This design comes from an exercise in tuning for a short achievable clock period and few clock cycles on the open sky130 flow, not from production work. The RTL was checked by simulation tests, not by an equivalence proof against the original design. Power and IR drop assume default switching activity.

==> wip/delta: inputs <==
// rv_core
module rv_core (
  input  logic          clk,
  input  logic          rst,
  output rv_pkg::word_t imem_addr,
  input  rv_pkg::word_t imem_data,
  output logic          wb_cyc,
  output logic          wb_stb,
  output logic          wb_we,
  output rv_pkg::word_t wb_adr,
  output rv_pkg::word_t wb_dat_w,
  output logic [3:0]    wb_sel,
  input  rv_pkg::word_t wb_dat_r,
  input  logic          wb_ack
);
Settings: LEC_CHECK=0, CAP_MARGIN=20, CELL_PAD_IN_SITES_DETAIL_PLACEMENT=1, CELL_PAD_IN_SITES_GLOBAL_PLACEMENT=2, CORE_MARGIN=2, CORE_UTILIZATION=30, SLEW_MARGIN=20; clock period 16.0 ns.
standard.sh (not shown) runs the stock make flow with config.mk's settings and CLKGATE_MAP_FILE= SYNTH_SCRIPT=/design/flow/synth_recipe.tcl, a recipe that flattens the netlist after the stock synthesis.
==> flow/flow/run.sh <==
#!/bin/bash
set -euo pipefail
bash standard.sh SETUP_SLACK_MARGIN=12 finish > standard_flow.log 2>&1
==> wip/garnet (differences from wip/delta) <==
==> flow/flow/run.sh (replaced) <==
#!/bin/bash
set -euo pipefail
bash standard.sh SETUP_SLACK_MARGIN=11.5 finish > standard_flow.log 2>&1
CORE_UTILIZATION = 50   (was 30)
==> wip/lagoon (differences from wip/delta) <==
==> flow/flow/run.sh (replaced) <==
#!/bin/bash
set -euo pipefail
bash standard.sh SETUP_SLACK_MARGIN=11.5 finish > standard_flow.log 2>&1
CORE_UTILIZATION = 40   (was 30)
==> impl_metrics.csv <==
group,metric,value,unit
timing,max_freq,0.2071,GHz
outcome,status,"timing/DRC/antenna clean",
detailed_routing,detail_route.vias_per_cell,7.963,
worst_setup_path,worst_setup_path_startpoint,"c_valid$_DFFE_PP0N_",
final_layout,final_design_area_no_fill,119700,um^2
pwr,netSwitchingFraction,40.83,%
place,place_ws,9025,ps
die,die-height,459.8,um
timing,fin_worst_hold_slack,472.8,ps
detailed_routing,via_count,100600,
final_layout,nClkBuffers,276,
final_layout,layout-drive-gt1-share,16.36,%
global_routing,met1_layer_usage_reported_by_global_route,62.05,%
final_layout,final-instance-count-excl-fill,12630,
-- figures above: wip/garnet

==> impl_metrics.csv <==
group,metric,value,unit
detailed_routing,detail_route.vias_per_cell,6.585,
pwr,netSwitchingFraction,41.03,%
die,die-height,592.4,um
outcome,status,"timing/DRC/antenna clean",
detailed_routing,via_count,97030,
logic_synthesis,synth_top_cell_by_area,"sky130_fd_sc_hd__edfxtp_1",
place,place_ws,9116,ps
timing,max_freq,0.2033,GHz
timing,fin_worst_hold_slack,454.4,ps
detailed_routing,route.layer.met1.wl,245.9,mm
global_routing,met1_layer_usage_reported_by_global_route,45.35,%
worst_setup_path,setup.worst_path.class,"flop to primary output",
final_layout,layout-drive-gt1-share,21.08,%
final_layout,final-instance-count-excl-fill,14740,
-- figures above: wip/delta

==> impl_metrics.csv <==
group,metric,value,unit
final_layout,layout-drive-gt1-share,16.78,%
timing,max_freq,0.2076,GHz
final_layout,biggestRegsByFlops,"u_regs.regs x992, q_dat x128",
die,die-height,513.6,um
logic_synthesis,number_of_enable_flip_flop_cells_after_synthesis,1733,
outcome,status,"timing/DRC/antenna clean",
detailed_routing,via_count,97030,
die,io-pin-count,170,
final_layout,final_design_area_no_fill,121300,um^2
final_layout,final-instance-count-excl-fill,13360,
worst_setup_path,worst_setup_path_startpoint,"pc[3]$_DFFE_PP0P_",
final_layout,nClkBuffers,283,
detailed_routing,detail_route.vias_per_cell,7.265,
timing,fin_worst_hold_slack,459.1,ps
detailed_routing,metal2_wl,261.8,mm
-- figures above: wip/lagoon

Testbench counts of wip/delta, summed over its fixed seeds: cycles 5,828.
Testbench counts of wip/garnet, summed over its fixed seeds: cycles 5,828.
Testbench counts of wip/lagoon, summed over its fixed seeds: cycles 5,828.

---

==> inputs of branch zinc <==
rv_core, a different RTL version from the one above (not shown whole).
==> flow/design.v (excerpt) <==
module rv_core (
  input  logic          clk,
  input  logic          rst,
  output rv_pkg::word_t imem_addr,
  input  rv_pkg::word_t imem_data,
  output logic          wb_cyc,
  output logic          wb_stb,
  output logic          wb_we,
  output rv_pkg::word_t wb_adr,
  output rv_pkg::word_t wb_dat_w,
  output logic [3:0]    wb_sel,
  input  rv_pkg::word_t wb_dat_r,
  input  logic          wb_ack
);
  rv_pkg::word_t pc;
  logic          d_valid, d_btb;
  rv_pkg::word_t d_ir, d_pc;
  localparam int BN = 4;
  logic          b_valid [BN];
  logic [29:0]   b_tag [BN], b_tgt [BN];
  logic [1:0]    b_next;
  logic          e_valid;
  rv_pkg::word_t e_a, e_b, e_s, e_alt;
  logic [4:0]    e_rd;
  logic          e_we, e_ldw, e_load, e_store, e_byte, e_br, e_jalr, e_pred;
  logic [2:0]    e_f3;
  logic [9:0]    e_op;
  logic          e_inv;
  logic          c_valid, c_we, c_byte, c_wen;
  logic [29:0]   c_adr;
  logic [3:0]    c_sel;
  rv_pkg::word_t c_dat;
  logic [4:0]    c_rd;
  logic [1:0]    c_off;
  localparam int QN = 4;
  localparam int QB = 2;
  logic [QB-1:0] q_rp, q_wp;
  logic [QB:0]   q_cnt;
  logic          q_we [QN], q_byte [QN], q_pw [QN];
  logic [29:0]   q_adr [QN];
  logic [3:0]    q_sel [QN];
  rv_pkg::word_t q_dat [QN];
  logic [4:0]    q_rd [QN];
  logic [1:0]    q_off [QN];
  logic          l_valid, l_byte;
  logic [4:0]    l_rd;
  logic [1:0]    l_off;
  rv_pkg::word_t l_raw;
  assign imem_addr = pc;
  assign wb_cyc = c_valid;
  assign wb_stb = c_valid;
  assign wb_we = c_we;
  assign wb_adr = {c_adr, 2'b00};
  assign wb_sel = c_sel;
  assign wb_dat_w = c_dat;
  logic [6:0] opc;
  logic [2:0] f3;
  logic [4:0] rs1, rs2, rd;
  logic is_reg, is_imm, is_load, is_store, is_br, is_lui, is_auipc, is_jal, is_jalr;
  logic uses_rs1, uses_rs2, wr_rd, alt_sub, pred;
  rv_pkg::word_t imm_i, imm_s, imm_b, imm_u, imm_j, imm, tgt, pc4_d;
  logic [9:0] op_f3, op;
  ...
Settings: LEC_CHECK=0, CAP_MARGIN=20, CELL_PAD_IN_SITES_DETAIL_PLACEMENT=1, CELL_PAD_IN_SITES_GLOBAL_PLACEMENT=2, CORE_MARGIN=2, CORE_UTILIZATION=30, SLEW_MARGIN=20; clock period 16.0 ns.
==> flow/flow/run.sh <==
#!/bin/bash
set -euo pipefail
bash standard.sh SETUP_SLACK_MARGIN=11 finish > standard_flow.log 2>&1
==> branch amber (differences from branch zinc) <==
--- a/flow/design.v
+++ b/flow/design.v
@@ -84,29 +84,35 @@
   } inst_u;
 endpackage
 `default_nettype wire
 `default_nettype none
 module reg_file (
   input  logic              clk,
   input  logic              rst,
-  input  rv_pkg::reg_addr_t rs1_addr,
-  input  rv_pkg::reg_addr_t rs2_addr,
+  input  logic [31:0]       rs1_sel,    
+  input  logic [31:0]       rs2_sel,
   input  logic              wa_en,
   input  rv_pkg::reg_addr_t wa_addr,
   input  rv_pkg::word_t     wa_data,
   input  logic              wb_en,
   input  rv_pkg::reg_addr_t wb_addr,
   input  rv_pkg::word_t     wb_data,
   output rv_pkg::word_t     rs1_data,
   output rv_pkg::word_t     rs2_data
 );
   rv_pkg::word_t regs [1:31];  
   logic [31:0] written;        
-  assign rs1_data = written[rs1_addr] ? regs[rs1_addr] : '0;
-  assign rs2_data = written[rs2_addr] ? regs[rs2_addr] : '0;
+  always_comb begin
+    rs1_data = '0;
+    rs2_data = '0;
+    for (int i = 1; i < 32; i++) begin
+      rs1_data = rs1_data | ({32{rs1_sel[i] && written[i]}} & regs[i]);
+      rs2_data = rs2_data | ({32{rs2_sel[i] && written[i]}} & regs[i]);
+    end
+  end
   always_ff @(posedge clk or posedge rst) begin
     if (rst) begin
       written <= '0;
     end else begin
       for (int i = 1; i < 32; i++) begin
         if ((wa_en && wa_addr == i[4:0]) || (wb_en && wb_addr == i[4:0])) begin
           written[i] <= 1'b1;
@@ -139,14 +145,15 @@
   output logic [3:0]    wb_sel,
   input  rv_pkg::word_t wb_dat_r,
   input  logic          wb_ack
 );
   rv_pkg::word_t pc;
   logic          d_valid, d_btb;
   rv_pkg::word_t d_ir, d_pc;
+  logic [31:0]   d_rs1_sel, d_rs2_sel;  
   localparam int BN = 4;
   logic          b_valid [BN];
   logic [29:0]   b_tag [BN], b_tgt [BN];
   logic [1:0]    b_next;
   logic          e_valid;
   rv_pkg::word_t e_a, e_b, e_s, e_alt;
   logic [4:0]    e_rd;
@@ -231,15 +238,15 @@
   assign pred = is_jal | (is_br & d_ir[31]);
   assign tgt = d_pc + (is_jal ? imm_j : imm_b);
   assign pc4_d = d_pc + 32'd4;
   rv_pkg::word_t rf1, rf2, rs1_v, rs2_v, ex_res, l_val;
   logic ex_wr;
   logic [7:0] l_lane;
   reg_file u_regs (
-    .clk(clk), .rst(rst), .rs1_addr(rs1), .rs2_addr(rs2),
+    .clk(clk), .rst(rst), .rs1_sel(d_rs1_sel), .rs2_sel(d_rs2_sel),
     .wa_en(ex_wr), .wa_addr(e_rd), .wa_data(ex_res),
     .wb_en(l_valid), .wb_addr(l_rd), .wb_data(l_val),
     .rs1_data(rf1), .rs2_data(rf2)
   );
   always_comb begin
     case (l_off)
       2'd0:    l_lane = l_raw[7:0];
@@ -249,25 +256,38 @@
     endcase
   end
   assign l_val = l_byte ? {{24{l_lane[7]}}, l_lane} : l_raw;
   logic fa_ex, fb_ex, a_rs1, b_rs2;
   rv_pkg::word_t rs1_o, rs2_o, a_oth, b_oth;
   assign fa_ex = ex_wr && e_rd == rs1;
   assign fb_ex = ex_wr && e_rd == rs2;
-  assign rs1_o = (l_valid && l_rd == rs1) ? l_val : rf1;
-  assign rs2_o = (l_valid && l_rd == rs2) ? l_val : rf2;
+  logic a_hit;
+  logic [7:0] a_lane;
+  rv_pkg::word_t a_val;
+  assign a_hit = c_valid && wb_ack && c_wen;
+  always_comb begin
+    case (c_off)
+      2'd0:    a_lane = wb_dat_r[7:0];
+      2'd1:    a_lane = wb_dat_r[15:8];
+      2'd2:    a_lane = wb_dat_r[23:16];
+      default: a_lane = wb_dat_r[31:24];
+    endcase
+  end
+  assign a_val = c_byte ? {{24{a_lane[7]}}, a_lane} : wb_dat_r;
+  assign rs1_o = (a_hit && c_rd == rs1) ? a_val : (l_valid && l_rd == rs1) ? l_val : rf1;
+  assign rs2_o = (a_hit && c_rd == rs2) ? a_val : (l_valid && l_rd == rs2) ? l_val : rf2;
   assign rs2_v = fb_ex ? ex_res : rs2_o;
   assign a_rs1 = !(is_auipc || is_jal || is_lui);
   assign b_rs2 = is_reg || is_br;
   assign a_oth = (is_auipc || is_jal) ? d_pc : is_lui ? '0 : rs1_o;
   assign b_oth = (b_rs2 ? rs2_o : is_jal ? 32'd4 : imm) ^ {32{inv}};
   logic pend1, pend2, q_full;
   always_comb begin
-    pend1 = (e_valid && e_load && e_rd == rs1) || (c_valid && c_wen && c_rd == rs1);
-    pend2 = (e_valid && e_load && e_rd == rs2) || (c_valid && c_wen && c_rd == rs2);
+    pend1 = (e_valid && e_load && e_rd == rs1) || (c_valid && c_wen && !wb_ack && c_rd == rs1);
+    pend2 = (e_valid && e_load && e_rd == rs2) || (c_valid && c_wen && !wb_ack && c_rd == rs2);
     for (int i = 0; i < QN; i++) begin
       pend1 = pend1 || (q_pw[i] && q_rd[i] == rs1);
       pend2 = pend2 || (q_pw[i] && q_rd[i] == rs2);
     end
     pend1 = pend1 && rs1 != 5'd0;
     pend2 = pend2 && rs2 != 5'd0;
   end
@@ -375,53 +395,62 @@
       if (b_valid[i] && b_tag[i] == pc[31:2]) begin
         btb_hit = 1'b1;
         btb_tgt = btb_tgt | b_tgt[i];
       end
     end
   end
   assign id_redir = d_valid && (pred != d_btb);
+  logic btb_ins;
+  assign btb_ins = id_redir && pred;
+  always_ff @(posedge clk or posedge rst) begin
+    if (rst) begin
+      b_next <= '0;
+      for (int i = 0; i < BN; i++) b_valid[i] <= 1'b0;
+    end else begin
+      if (btb_ins) begin
+        b_valid[b_next] <= 1'b1;
+        b_next <= b_next + 2'd1;
+      end
+    end
+  end
   always_ff @(posedge clk or posedge rst) begin
     if (rst) begin
       pc <= '0;
       d_valid <= 1'b0;
       d_btb <= 1'b0;
       e_valid <= 1'b0;
-      b_next <= '0;
-      for (int i = 0; i < BN; i++) b_valid[i] <= 1'b0;
     end else if (ex_redirect) begin
       pc <= ex_target;
       d_valid <= 1'b0;
       e_valid <= 1'b0;
     end else if (stall) begin
       e_valid <= 1'b0;
     end else begin
       e_valid <= d_valid;
       if (id_redir) begin
         pc <= pred ? tgt : pc4_d;
         d_valid <= 1'b0;
-        if (pred) begin
-          b_valid[b_next] <= 1'b1;
-          b_next <= b_next + 2'd1;
-        end
       end else begin
         pc <= btb_hit ? {btb_tgt, 2'b00} : pc + 32'd4;
         d_valid <= 1'b1;
         d_btb <= btb_hit;
       end
     end
   end
   always_ff @(posedge clk) begin
-    if (!stall && id_redir && pred) begin
+    if (btb_ins) begin
       b_tag[b_next] <= d_pc[31:2];
       b_tgt[b_next] <= tgt[31:2];
     end
   end
   always_ff @(posedge clk) begin
     if (!stall) begin
       d_ir <= imem_data;
+      d_rs1_sel <= 32'd1 << imem_data[19:15];
+      d_rs2_sel <= 32'd1 << imem_data[24:20];
       d_pc <= pc;
     end
     e_a <= (a_rs1 && fa_ex) ? ex_res : a_oth;
     e_b <= (b_rs2 && fb_ex) ? (ex_res ^ {32{inv}}) : b_oth;
     e_inv <= inv;
     e_s <= is_jalr ? pc4_d : rs2_v;
     e_alt <= pred ? pc4_d : tgt;
==> flow/flow/run.sh (replaced) <==
#!/bin/bash
set -euo pipefail
bash standard.sh SETUP_SLACK_MARGIN=11.5 finish > standard_flow.log 2>&1
==> branch pepper (differences from branch zinc) <==
--- a/flow/design.v
+++ b/flow/design.v
@@ -84,29 +84,35 @@
   } inst_u;
 endpackage
 `default_nettype wire
 `default_nettype none
 module reg_file (
   input  logic              clk,
   input  logic              rst,
-  input  rv_pkg::reg_addr_t rs1_addr,
-  input  rv_pkg::reg_addr_t rs2_addr,
+  input  logic [31:0]       rs1_sel,    
+  input  logic [31:0]       rs2_sel,
   input  logic              wa_en,
   input  rv_pkg::reg_addr_t wa_addr,
   input  rv_pkg::word_t     wa_data,
   input  logic              wb_en,
   input  rv_pkg::reg_addr_t wb_addr,
   input  rv_pkg::word_t     wb_data,
   output rv_pkg::word_t     rs1_data,
   output rv_pkg::word_t     rs2_data
 );
   rv_pkg::word_t regs [1:31];  
   logic [31:0] written;        
-  assign rs1_data = written[rs1_addr] ? regs[rs1_addr] : '0;
-  assign rs2_data = written[rs2_addr] ? regs[rs2_addr] : '0;
+  always_comb begin
+    rs1_data = '0;
+    rs2_data = '0;
+    for (int i = 1; i < 32; i++) begin
+      rs1_data = rs1_data | ({32{rs1_sel[i] && written[i]}} & regs[i]);
+      rs2_data = rs2_data | ({32{rs2_sel[i] && written[i]}} & regs[i]);
+    end
+  end
   always_ff @(posedge clk or posedge rst) begin
     if (rst) begin
       written <= '0;
     end else begin
       for (int i = 1; i < 32; i++) begin
         if ((wa_en && wa_addr == i[4:0]) || (wb_en && wb_addr == i[4:0])) begin
           written[i] <= 1'b1;
@@ -139,14 +145,15 @@
   output logic [3:0]    wb_sel,
   input  rv_pkg::word_t wb_dat_r,
   input  logic          wb_ack
 );
   rv_pkg::word_t pc;
   logic          d_valid, d_btb;
   rv_pkg::word_t d_ir, d_pc;
+  logic [31:0]   d_rs1_sel, d_rs2_sel;  
   localparam int BN = 4;
   logic          b_valid [BN];
   logic [29:0]   b_tag [BN], b_tgt [BN];
   logic [1:0]    b_next;
   logic          e_valid;
   rv_pkg::word_t e_a, e_b, e_s, e_alt;
   logic [4:0]    e_rd;
@@ -231,15 +238,15 @@
   assign pred = is_jal | (is_br & d_ir[31]);
   assign tgt = d_pc + (is_jal ? imm_j : imm_b);
   assign pc4_d = d_pc + 32'd4;
   rv_pkg::word_t rf1, rf2, rs1_v, rs2_v, ex_res, l_val;
   logic ex_wr;
   logic [7:0] l_lane;
   reg_file u_regs (
-    .clk(clk), .rst(rst), .rs1_addr(rs1), .rs2_addr(rs2),
+    .clk(clk), .rst(rst), .rs1_sel(d_rs1_sel), .rs2_sel(d_rs2_sel),
     .wa_en(ex_wr), .wa_addr(e_rd), .wa_data(ex_res),
     .wb_en(l_valid), .wb_addr(l_rd), .wb_data(l_val),
     .rs1_data(rf1), .rs2_data(rf2)
   );
   always_comb begin
     case (l_off)
       2'd0:    l_lane = l_raw[7:0];
@@ -249,25 +256,38 @@
     endcase
   end
   assign l_val = l_byte ? {{24{l_lane[7]}}, l_lane} : l_raw;
   logic fa_ex, fb_ex, a_rs1, b_rs2;
   rv_pkg::word_t rs1_o, rs2_o, a_oth, b_oth;
   assign fa_ex = ex_wr && e_rd == rs1;
   assign fb_ex = ex_wr && e_rd == rs2;
-  assign rs1_o = (l_valid && l_rd == rs1) ? l_val : rf1;
-  assign rs2_o = (l_valid && l_rd == rs2) ? l_val : rf2;
+  logic a_hit;
+  logic [7:0] a_lane;
+  rv_pkg::word_t a_val;
+  assign a_hit = c_valid && wb_ack && c_wen;
+  always_comb begin
+    case (c_off)
+      2'd0:    a_lane = wb_dat_r[7:0];
+      2'd1:    a_lane = wb_dat_r[15:8];
+      2'd2:    a_lane = wb_dat_r[23:16];
+      default: a_lane = wb_dat_r[31:24];
+    endcase
+  end
+  assign a_val = c_byte ? {{24{a_lane[7]}}, a_lane} : wb_dat_r;
+  assign rs1_o = (a_hit && c_rd == rs1) ? a_val : (l_valid && l_rd == rs1) ? l_val : rf1;
+  assign rs2_o = (a_hit && c_rd == rs2) ? a_val : (l_valid && l_rd == rs2) ? l_val : rf2;
   assign rs2_v = fb_ex ? ex_res : rs2_o;
   assign a_rs1 = !(is_auipc || is_jal || is_lui);
   assign b_rs2 = is_reg || is_br;
   assign a_oth = (is_auipc || is_jal) ? d_pc : is_lui ? '0 : rs1_o;
   assign b_oth = (b_rs2 ? rs2_o : is_jal ? 32'd4 : imm) ^ {32{inv}};
   logic pend1, pend2, q_full;
   always_comb begin
-    pend1 = (e_valid && e_load && e_rd == rs1) || (c_valid && c_wen && c_rd == rs1);
-    pend2 = (e_valid && e_load && e_rd == rs2) || (c_valid && c_wen && c_rd == rs2);
+    pend1 = (e_valid && e_load && e_rd == rs1) || (c_valid && c_wen && !wb_ack && c_rd == rs1);
+    pend2 = (e_valid && e_load && e_rd == rs2) || (c_valid && c_wen && !wb_ack && c_rd == rs2);
     for (int i = 0; i < QN; i++) begin
       pend1 = pend1 || (q_pw[i] && q_rd[i] == rs1);
       pend2 = pend2 || (q_pw[i] && q_rd[i] == rs2);
     end
     pend1 = pend1 && rs1 != 5'd0;
     pend2 = pend2 && rs2 != 5'd0;
   end
@@ -414,14 +434,16 @@
       b_tag[b_next] <= d_pc[31:2];
       b_tgt[b_next] <= tgt[31:2];
     end
   end
   always_ff @(posedge clk) begin
     if (!stall) begin
       d_ir <= imem_data;
+      d_rs1_sel <= 32'd1 << imem_data[19:15];
+      d_rs2_sel <= 32'd1 << imem_data[24:20];
       d_pc <= pc;
     end
     e_a <= (a_rs1 && fa_ex) ? ex_res : a_oth;
     e_b <= (b_rs2 && fb_ex) ? (ex_res ^ {32{inv}}) : b_oth;
     e_inv <= inv;
     e_s <= is_jalr ? pc4_d : rs2_v;
     e_alt <= pred ? pc4_d : tgt;
==> flow/flow/run.sh (replaced) <==
#!/bin/bash
set -euo pipefail
bash standard.sh SETUP_SLACK_MARGIN=11.5 finish > standard_flow.log 2>&1
==> comparison table <==
	branch zinc	branch pepper	branch amber
Simple-gate share of the synthesized area	0.119	0.113	0.112
Number of enable flip-flop cells after synthesis	1,671	1,733	1,733
Arithmetic-cell share of the synthesized area counting full adders, half adders and majority gates	0.0149	0.0146	0.0146
Synth Register Bits	1,952	2,014	2,014
Cell-internal power	11.9 mW	12.4 mW	12.7 mW
Routability Congestion	0.961	0.951	0.949
Outcome	timing/DRC/antenna clean	timing/DRC/antenna clean	timing/DRC/antenna clean
Non-CTS inverters	175	178	194
Area fraction of the dominant cell type after synthesis	0.495	0.501	0.502
Design Power	19.9 mW	20.9 mW	21.4 mW
Number of fillers in the final layout	36.7k	37.4k	37.1k
Critical path endpoint	e_b[1]$_DFF_P_	imem_addr[27]	imem_addr[21]
Share of synthesized registers carrying an async set or reset	0.0435	0.0422	0.0422
Testbench counts of branch zinc, summed over its fixed seeds: cycles 5,872.
Testbench counts of branch amber, summed over its fixed seeds: cycles 5,828.
Testbench counts of branch pepper, summed over its fixed seeds: cycles 5,828.

what the ideal ports hide:
The results above use ideal ports. As a check the final layouts listed here were re-extracted and re-timed, cells and wires unchanged.
Step 1: set_driving_cell puts a clkbuf_16 on clk and a buf_2 on each other input, an assumption about the parent block.
Step 2 moves the port delays by t, midway between the first and last clock arrival at a register: inputs arrive t later, outputs are due t later. That takes back most of the time a late clock gives input paths.
Three values: ideal, step 1, step 2; two values: the first two.
run | shift t [ns] | setup WS [ns] | slew at the worst register clock pin (ns) | worst slew at a driven data input, ns | pins driven straight from the clock port
wip/delta | 1.070 | 11.082 / 10.975 / 10.437 | 0.07 / 0.07 | 0.22 | 1
wip/garnet | 1.008 | 11.171 / 11.070 / 10.516 | 0.08 / 0.08 | 0.17 | 1
wip/lagoon | 1.005 | 11.183 / 11.077 / 10.400 | 0.08 / 0.08 | 0.28 | 1
branch zinc | 1.056 | 10.842 / 10.842 / 10.103 | 0.08 / 0.08 | 0.05 | 1
branch amber | 1.087 | 11.106 / 10.994 / 10.424 | 0.07 / 0.07 | 0.20 | 1
branch pepper | 1.063 | 11.160 / 11.050 / 10.401 | 0.07 / 0.07 | 0.26 | 1
After both steps every run listed still meets setup and hold. The setup slack of wip/lagoon, which loses most, moves by -0.106 ns with the drivers and by -0.783 ns with both steps.
